This design comes from an exercise in tuning for small area and a short achievable clock period on the open sky130 flow, not from production work.
In this exercise RTL edits were held to simulation tests only and were not proved equivalent to the original.
Power figures rest on the tool's default switching activity, not on a simulated workload.

==> job 8058 <==
==> flow/design.v <==
package rv_pkg;
    localparam int xlen       = 32;
    localparam int reg_addr_w = 5;
    localparam int n_regs     = 32;
    localparam int funct3_w   = 3;
    localparam logic [xlen-1:0] reset_pc = 32'h0040_0000;
    localparam logic [4:0] op_op_imm = 5'b00100;
    localparam logic [4:0] op_auipc  = 5'b00101;
    localparam logic [4:0] op_op     = 5'b01100;
    localparam logic [4:0] op_lui    = 5'b01101;
    localparam logic [funct3_w-1:0] alu_add  = 3'd0;
    localparam logic [funct3_w-1:0] alu_sll  = 3'd1;
    localparam logic [funct3_w-1:0] alu_slt  = 3'd2;
    localparam logic [funct3_w-1:0] alu_sltu = 3'd3;
    localparam logic [funct3_w-1:0] alu_xor  = 3'd4;
    localparam logic [funct3_w-1:0] alu_sr   = 3'd5;  
    localparam logic [funct3_w-1:0] alu_or   = 3'd6;
    localparam logic [funct3_w-1:0] alu_and  = 3'd7;
endpackage
import rv_pkg::*;
module fetch_unit (
    input  logic            clk,
    input  logic            rst_n,
    output logic [xlen-1:0] icache_addr,
    output logic [xlen-1:2] pc_dec
);
    logic [xlen-1:2] pc;
    always_ff @(posedge clk) begin
        if (!rst_n)
            pc <= reset_pc[xlen-1:2];
        else
            pc <= pc + 30'd1;
    end
    assign icache_addr = {pc, 2'b00};
    assign pc_dec      = pc - 30'd1;
endmodule
import rv_pkg::*;
module inst_decoder (
    input  logic [xlen-1:2]       ir,
    output logic                  is_op,
    output logic                  is_op_imm,
    output logic                  is_lui,
    output logic                  is_auipc,
    output logic [xlen-1:0]       imm,
    output logic [9:0]            sel,    
    output logic                  sub,
    output logic                  sra
);
    logic [2:0] f3;
    assign is_op     = ir[6:2] == op_op;
    assign is_op_imm = ir[6:2] == op_op_imm;
    assign is_lui    = ir[6:2] == op_lui;
    assign is_auipc  = ir[6:2] == op_auipc;
    assign f3 = ir[14:12];
    assign imm = (is_lui | is_auipc) ? {ir[31:12], 12'd0} : {{20{ir[31]}}, ir[31:20]};
    logic alu_op;
    assign alu_op = is_op | is_op_imm;
    always_comb begin
        sel = '0;
        if (alu_op)
            sel[f3] = 1'b1;
        else
            sel[0] = 1'b1;
    end
    assign sub = alu_op & ((f3 == alu_add & ir[30] & is_op) | f3 == alu_slt | f3 == alu_sltu);
    assign sra = ir[30] & (f3 == alu_sr);
endmodule
import rv_pkg::*;
module alu (
    input  logic [xlen-1:0] a,
    input  logic [xlen-1:0] bx,
    input  logic [9:0]      sel,    
    input  logic            sub,
    input  logic            sra,
    input  logic [4:0]      shl,    
    input  logic [4:0]      shr,    
    output logic [xlen-1:0] sum,
    output logic [xlen-1:0] sll,
    output logic [xlen-1:0] sr,
    output logic [xlen-1:0] lg,     
    output logic            cmp,    
    output logic [xlen-1:0] r
);
    logic [xlen+1:0] s;
    logic            cout;
    logic            lt;
    logic            ltu;
    assign s    = {1'b0, a, 1'b1} + {1'b0, bx, sub};
    assign sum  = s[xlen:1];
    assign cout = s[xlen+1];
    assign ltu  = ~cout;
    assign lt   = (a[xlen-1] ^ bx[xlen-1]) ? sum[xlen-1] : a[xlen-1];
    assign sll = a << shl;
    assign sr  = xlen'($signed({sra & a[xlen-1], a}) >>> shr);
    assign lg  = ({xlen{sel[4]}} & (a ^ bx))
               | ({xlen{sel[6]}} & (a | bx))
               | ({xlen{sel[7]}} & (a & bx));
    assign cmp = (sel[2] & lt) | (sel[3] & ltu);
    assign r = ({xlen{sel[0]}} & sum)
             | ({xlen{sel[1]}} & sll)
             | ({xlen{sel[5]}} & sr)
             | lg
             | {31'd0, cmp};
endmodule
import rv_pkg::*;
module gpr_file (
    input  logic                  clk,
    input  logic [n_regs-1:1]     rs1_sel,   
    input  logic [n_regs-1:1]     rs2_sel,
    output logic [xlen-1:0]       rs1,
    output logic [xlen-1:0]       rs2,
    input  logic [reg_addr_w-1:0] wr_addr,   
    input  logic [xlen-1:0]       wr_data
);
    logic [xlen-1:0] regs [1:n_regs-1];  
    always_ff @(posedge clk) begin
        if (wr_addr != '0)
            regs[wr_addr] <= wr_data;
    end
    always_comb begin
        rs1 = '0;
        rs2 = '0;
        for (int i = 1; i < n_regs; i++) begin
            rs1 = rs1 | ({xlen{rs1_sel[i]}} & regs[i]);
            rs2 = rs2 | ({xlen{rs2_sel[i]}} & regs[i]);
        end
    end
endmodule
import rv_pkg::*;
module rv_core (
    input  logic                          clk,
    input  logic                          rst_n,
    input  logic [rv_pkg::xlen-1:0]       icache_data,
    output logic [rv_pkg::xlen-1:0]       icache_addr,
    output logic                          wb_valid,
    output logic [rv_pkg::reg_addr_w-1:0] wb_rd,
    output logic [rv_pkg::xlen-1:0]       wb_data
);
    logic [xlen-1:2] pc_dec;
    logic [xlen-1:2] ir;
    logic            d_valid;
    fetch_unit u_fetch (.clk(clk), .rst_n(rst_n), .icache_addr(icache_addr), .pc_dec(pc_dec));
    logic [n_regs-1:1] rs1_sel_f, rs2_sel_f;
    logic [n_regs-1:1] rs1_sel, rs2_sel;
    logic              f_rs1, f_rs2;
    logic              fw1_f, fw2_f;
    logic              fw1, fw2;
    logic [4:0]        e_rd;      
    assign f_rs1 = icache_data[6:2] == op_op || icache_data[6:2] == op_op_imm;
    assign f_rs2 = icache_data[6:2] == op_op;
    assign fw1_f = f_rs1 && icache_data[19:15] == e_rd && e_rd != 5'd0;
    assign fw2_f = f_rs2 && icache_data[24:20] == e_rd && e_rd != 5'd0;
    always_comb begin
        for (int i = 1; i < n_regs; i++) begin
            rs1_sel_f[i] = f_rs1 && !fw1_f && icache_data[19:15] == reg_addr_w'(i);
            rs2_sel_f[i] = f_rs2 && !fw2_f && icache_data[24:20] == reg_addr_w'(i);
        end
    end
    always_ff @(posedge clk) begin
        ir      <= icache_data[xlen-1:2];
        d_valid <= rst_n;
        rs1_sel <= rs1_sel_f;
        rs2_sel <= rs2_sel_f;
        fw1     <= fw1_f;
        fw2     <= fw2_f;
    end
    logic            is_op, is_op_imm, is_lui, is_auipc;
    logic [xlen-1:0] imm;
    logic [9:0]      sel_d;
    logic            sub_d, sra_d;
    inst_decoder u_dec (
        .ir(ir), .is_op(is_op), .is_op_imm(is_op_imm), .is_lui(is_lui), .is_auipc(is_auipc),
        .imm(imm), .sel(sel_d), .sub(sub_d), .sra(sra_d)
    );
    logic [4:0]      rs1_a, rs2_a, rd_d;
    logic [xlen-1:0] rf1, rf2;
    logic            exec_d;
    assign rs1_a  = ir[19:15];
    assign rs2_a  = ir[24:20];
    assign rd_d   = ir[11:7];
    assign exec_d = d_valid & (is_op | is_op_imm | is_lui | is_auipc);
    logic            e_valid;
    logic [xlen-1:0] e_a, e_bx;    
    logic [4:0]      e_shl, e_shr;  
    logic [9:0]      e_sel;
    logic            e_sub, e_sra;
    logic [4:0]      w_rd;
    logic [xlen-1:0] w_data;
    logic [xlen-1:0] r;         
    gpr_file u_gpr (
        .clk(clk), .rs1_sel(rs1_sel), .rs2_sel(rs2_sel), .rs1(rf1), .rs2(rf2),
        .wr_addr(w_rd), .wr_data(w_data)
    );
    logic use_rs1, use_rs2;
    logic fa_d, fb_d;
    logic [xlen-1:0] a_d, b_d;
    assign use_rs1 = is_op | is_op_imm;
    assign use_rs2 = is_op;
    assign fa_d = use_rs1 & (rs1_a != 5'd0) & (rs1_a == e_rd);
    assign fb_d = use_rs2 & (rs2_a != 5'd0) & (rs2_a == e_rd);
    assign a_d = rf1 | (fw1 ? w_data : '0) | (is_auipc ? {pc_dec, 2'b00} : '0);
    assign b_d = rf2 | (fw2 ? w_data : '0) | (use_rs2 ? '0 : imm);
    logic [xlen-1:0] sum, sll, sr, lg;
    logic            cmp;
    logic            fbp, fbn;
    logic [xlen-1:0] a_nxt, b_nxt, bx_nxt;
    assign fbp = fb_d & ~sub_d;
    assign fbn = fb_d & sub_d;
    assign a_nxt = ({xlen{fa_d & e_sel[0]}} & sum)
                 | ({xlen{fa_d & e_sel[1]}} & sll)
                 | ({xlen{fa_d & e_sel[5]}} & sr)
                 | ({xlen{fa_d}} & lg)
                 | {31'd0, fa_d & cmp}
                 | ({xlen{~fa_d}} & a_d);
    assign b_nxt = ({xlen{fb_d & e_sel[0]}} & sum)
                 | ({xlen{fb_d & e_sel[1]}} & sll)
                 | ({xlen{fb_d & e_sel[5]}} & sr)
                 | ({xlen{fb_d}} & lg)
                 | {31'd0, fb_d & cmp}
                 | ({xlen{~fb_d}} & b_d);
    assign bx_nxt = ({xlen{fbp & e_sel[0]}} & sum)
                  | ({xlen{fbp & e_sel[1]}} & sll)
                  | ({xlen{fbp & e_sel[5]}} & sr)
                  | ({xlen{fbp}} & lg)
                  | {31'd0, fbp & cmp}
                  | ~(({xlen{fbn & e_sel[0]}} & sum)
                    | ({xlen{fbn & e_sel[1]}} & sll)
                    | ({xlen{fbn & e_sel[5]}} & sr)
                    | ({xlen{fbn}} & lg)
                    | {31'd0, fbn & cmp}
                    | ({xlen{~fbn}} & {xlen{1'b1}}))
                  | ({xlen{~fb_d}} & (b_d ^ {xlen{sub_d}}));
    always_ff @(posedge clk) begin
        e_valid <= rst_n & exec_d;
        e_rd    <= (rst_n & exec_d) ? rd_d : 5'd0;
        e_a     <= a_nxt;
        e_bx    <= bx_nxt;
        e_shl   <= sel_d[1] ? b_nxt[4:0] : 5'd0;
        e_shr   <= sel_d[5] ? b_nxt[4:0] : 5'd0;
        e_sel   <= sel_d;
        e_sub   <= sub_d;
        e_sra   <= sra_d;
    end
    alu u_alu (.a(e_a), .bx(e_bx), .sel(e_sel), .sub(e_sub), .sra(e_sra), .shl(e_shl), .shr(e_shr),
              .sum(sum), .sll(sll), .sr(sr), .lg(lg), .cmp(cmp), .r(r));
    always_ff @(posedge clk) begin
        wb_valid <= rst_n & e_valid;
        w_rd     <= e_rd;
        w_data   <= r;
    end
    assign wb_rd   = w_rd;
    assign wb_data = w_data;
endmodule
==> flow/flow/run.sh <==
#!/bin/bash
# The standard layout (the standard.sh, on the standard synthesis script),
# with these options changed:
#  - ports are buffered with buf_4 instead of the slow delay cell that
#    buffer_ports picks by default;
#  - the resizer may swap a cell for one with a different footprint;
#  - slow cells with four transistors in series (and the weak _0 sizes) are
#    added to the platform's don't-use list, for synthesis and resizing alike.
#    This changes only the combinational mapping: the registers are the same.
set -uo pipefail
DONT_USE="sky130_fd_sc_hd__probe_p_8 sky130_fd_sc_hd__probec_p_8 sky130_fd_sc_hd__lpflow_bleeder_1 sky130_fd_sc_hd__lpflow_clkbufkapwr_1 sky130_fd_sc_hd__lpflow_clkbufkapwr_16 sky130_fd_sc_hd__lpflow_clkbufkapwr_2 sky130_fd_sc_hd__lpflow_clkbufkapwr_4 sky130_fd_sc_hd__lpflow_clkbufkapwr_8 sky130_fd_sc_hd__lpflow_clkinvkapwr_1 sky130_fd_sc_hd__lpflow_clkinvkapwr_16 sky130_fd_sc_hd__lpflow_clkinvkapwr_2 sky130_fd_sc_hd__lpflow_clkinvkapwr_4 sky130_fd_sc_hd__lpflow_clkinvkapwr_8 sky130_fd_sc_hd__lpflow_decapkapwr_12 sky130_fd_sc_hd__lpflow_decapkapwr_3 sky130_fd_sc_hd__lpflow_decapkapwr_4 sky130_fd_sc_hd__lpflow_decapkapwr_6 sky130_fd_sc_hd__lpflow_decapkapwr_8 sky130_fd_sc_hd__lpflow_inputiso0n_1 sky130_fd_sc_hd__lpflow_inputiso0p_1 sky130_fd_sc_hd__lpflow_inputiso1n_1 sky130_fd_sc_hd__lpflow_inputiso1p_1 sky130_fd_sc_hd__lpflow_inputisolatch_1 sky130_fd_sc_hd__lpflow_isobufsrc_1 sky130_fd_sc_hd__lpflow_isobufsrc_16 sky130_fd_sc_hd__lpflow_isobufsrc_2 sky130_fd_sc_hd__lpflow_isobufsrc_4 sky130_fd_sc_hd__lpflow_isobufsrc_8 sky130_fd_sc_hd__lpflow_isobufsrckapwr_16 sky130_fd_sc_hd__lpflow_lsbuf_lh_hl_isowell_tap_1 sky130_fd_sc_hd__lpflow_lsbuf_lh_hl_isowell_tap_2 sky130_fd_sc_hd__lpflow_lsbuf_lh_hl_isowell_tap_4 sky130_fd_sc_hd__lpflow_lsbuf_lh_isowell_4 sky130_fd_sc_hd__lpflow_lsbuf_lh_isowell_tap_1 sky130_fd_sc_hd__lpflow_lsbuf_lh_isowell_tap_2 sky130_fd_sc_hd__lpflow_lsbuf_lh_isowell_tap_4 sky130_fd_sc_hd__a2111oi_0 sky130_fd_sc_hd__a21boi_0 sky130_fd_sc_hd__and2_0 sky130_fd_sc_hd__o21ai_0 sky130_fd_sc_hd__o311ai_0 sky130_fd_sc_hd__or2_0 sky130_fd_sc_hd__a2111oi_1 sky130_fd_sc_hd__a2111oi_2 sky130_fd_sc_hd__a2111oi_4 sky130_fd_sc_hd__nor4_1 sky130_fd_sc_hd__nor4_2 sky130_fd_sc_hd__nor4_4 sky130_fd_sc_hd__nor4b_1 sky130_fd_sc_hd__nor4b_2 sky130_fd_sc_hd__nor4b_4 sky130_fd_sc_hd__nor4bb_1 sky130_fd_sc_hd__nor4bb_2 sky130_fd_sc_hd__nor4bb_4 sky130_fd_sc_hd__o41ai_1 sky130_fd_sc_hd__o41ai_2 sky130_fd_sc_hd__o41ai_4 sky130_fd_sc_hd__o2111ai_1 sky130_fd_sc_hd__o2111ai_2 sky130_fd_sc_hd__o2111ai_4"
bash standard.sh \
  "BUFFER_PORTS_ARGS=-buffer_cell sky130_fd_sc_hd__buf_4" \
  MATCH_CELL_FOOTPRINT=0 \
  "DONT_USE_CELLS=$DONT_USE" \
  finish > standard.log 2>&1
==> flow/standard.sh <==
#!/bin/bash
# synth_recipe.tcl (not shown) runs the flow's synth.tcl, then flattens the netlist and writes it again
# the make line also repeats each setting of config.mk as NAME=value (left out here)
make -C /OpenROAD-flow-scripts/flow DESIGN_CONFIG=/design/flow/config.mk WORK_HOME=/design/flow/orfs CLKGATE_MAP_FILE= SYNTH_SCRIPT=/design/flow/synth_recipe.tcl "${@:-finish}"
==> flow/config.mk <==
export PLATFORM = sky130hd
export DESIGN_NAME = rv_core
export DESIGN_NICKNAME = rv_core
export VERILOG_FILES = /design/flow/design.v
export SDC_FILE = /design/flow/constraint.sdc
export NUM_CORES = 4
export LEC_CHECK = 0
export CAP_MARGIN = 20
export CORE_MARGIN = 2
export CORE_UTILIZATION = 40
export CTS_CLUSTER_DIAMETER = 140
export CTS_CLUSTER_SIZE = 24
export SETUP_SLACK_MARGIN = 5
export SLEW_MARGIN = 20
export TNS_END_PERCENT = 30
==> flow/constraint.sdc <==
create_clock -name core_clock -period 8.0 [get_ports {clk}]
set_input_delay 1.6000 -clock core_clock [delete_from_list [all_inputs] [get_ports {clk}]]
set_output_delay 1.6000 -clock core_clock [all_outputs]
set_load 0.01 [all_outputs]
==> job 4721 (differences from job 8058) <==
==> flow/flow/run.sh (replaced) <==
#!/bin/bash
# The standard layout (the standard.sh, standard synthesis unchanged), with
# two placement/resizing options changed:
#  - ports are buffered with buf_4 instead of the slow delay cell that
#    buffer_ports picks by default;
#  - the resizer may swap a cell for one with a different footprint.
set -uo pipefail
bash standard.sh \
  "BUFFER_PORTS_ARGS=-buffer_cell sky130_fd_sc_hd__buf_4" \
  MATCH_CELL_FOOTPRINT=0 \
  finish > standard.log 2>&1
CORE_UTILIZATION = 55   (was 40)
PLACE_DENSITY = 0.72   (was default)
TNS_END_PERCENT = 10   (was 30)
==> qor summary <==
item	job 4721	job 8058
HPWL after detailed placement	144 mm	161 mm
Buffering overhead	0.0403	0.0631
Number of cells on the worst reg-to-reg path	7	8
Pint	0.00893 W	0.00917 W
Clock network power	0.00348 W	0.00358 W
Slew margin rel.	0.153	0.0730
Top-area cell type share of the netlist area	0.528	0.527
Number of placed cells counting well taps	5684	6214
Placed Instance Area	59300 µm²	60000 µm²
FILL cells	7878	12579
Comb pwr share	0.085	0.113
DR WL/cell	45.4 µm	44.3 µm
Critical register-to-register path endpoint	e_bx[4]	e_bx[22]
Fraction of the yosys area taken by sequential cells	0.617	0.616
Number of detailed-routing iterations run before antenna repair	11	15
Proportion of cell area occupied by multi-input gates	0.335	0.322
Total via count in the routed design	49556	49799
Xor/xnor cell area share of the yosys netlist	0.0181	0.0181
Count of inserted antenna diode cells	21	15
Fin crit period	3.25 ns	3.41 ns
Clock-pin transition on the worst setup and hold timing paths	0.10 ns	0.11 ns
Run status	complete, no violations	complete, no violations
Count of clock buffers in the final design	105	103
Number of different library cells in the post-synthesis netlist	95	83
Max VDD drop	207 µV	217 µV
Synthesis-to-layout area growth	10.3%	14.1%

what the ideal ports hide:
The flow's constraints put no driver on any port. The routed layouts listed below were extracted and timed again, unchanged, in two steps.
Step 1 assumes that a clkbuf_16 drives the clock port and a buf_2 every other input.
Step 2 also shifts input and output timing later by t, the mid clock arrival at the registers, as if the neighbouring blocks saw the same clock.
Slacks: no drivers / after step 1 / after step 2; pairs: no drivers / after step 1.
run | t, ns | setup WS [ns] | worst data-port slew with drivers (ns) | cell pins on the clock port's net
job 8058 | 0.831 | 4.593 / 4.593 / 4.401 | 0.07 | 1
job 4721 | 0.782 | 4.747 / 4.747 / 4.450 | 0.10 | 1
After both steps setup and hold are still met in every run listed. For job 4721, which loses most, drivers alone change the setup slack by 0.000 ns; drivers and shift together by -0.297 ns.
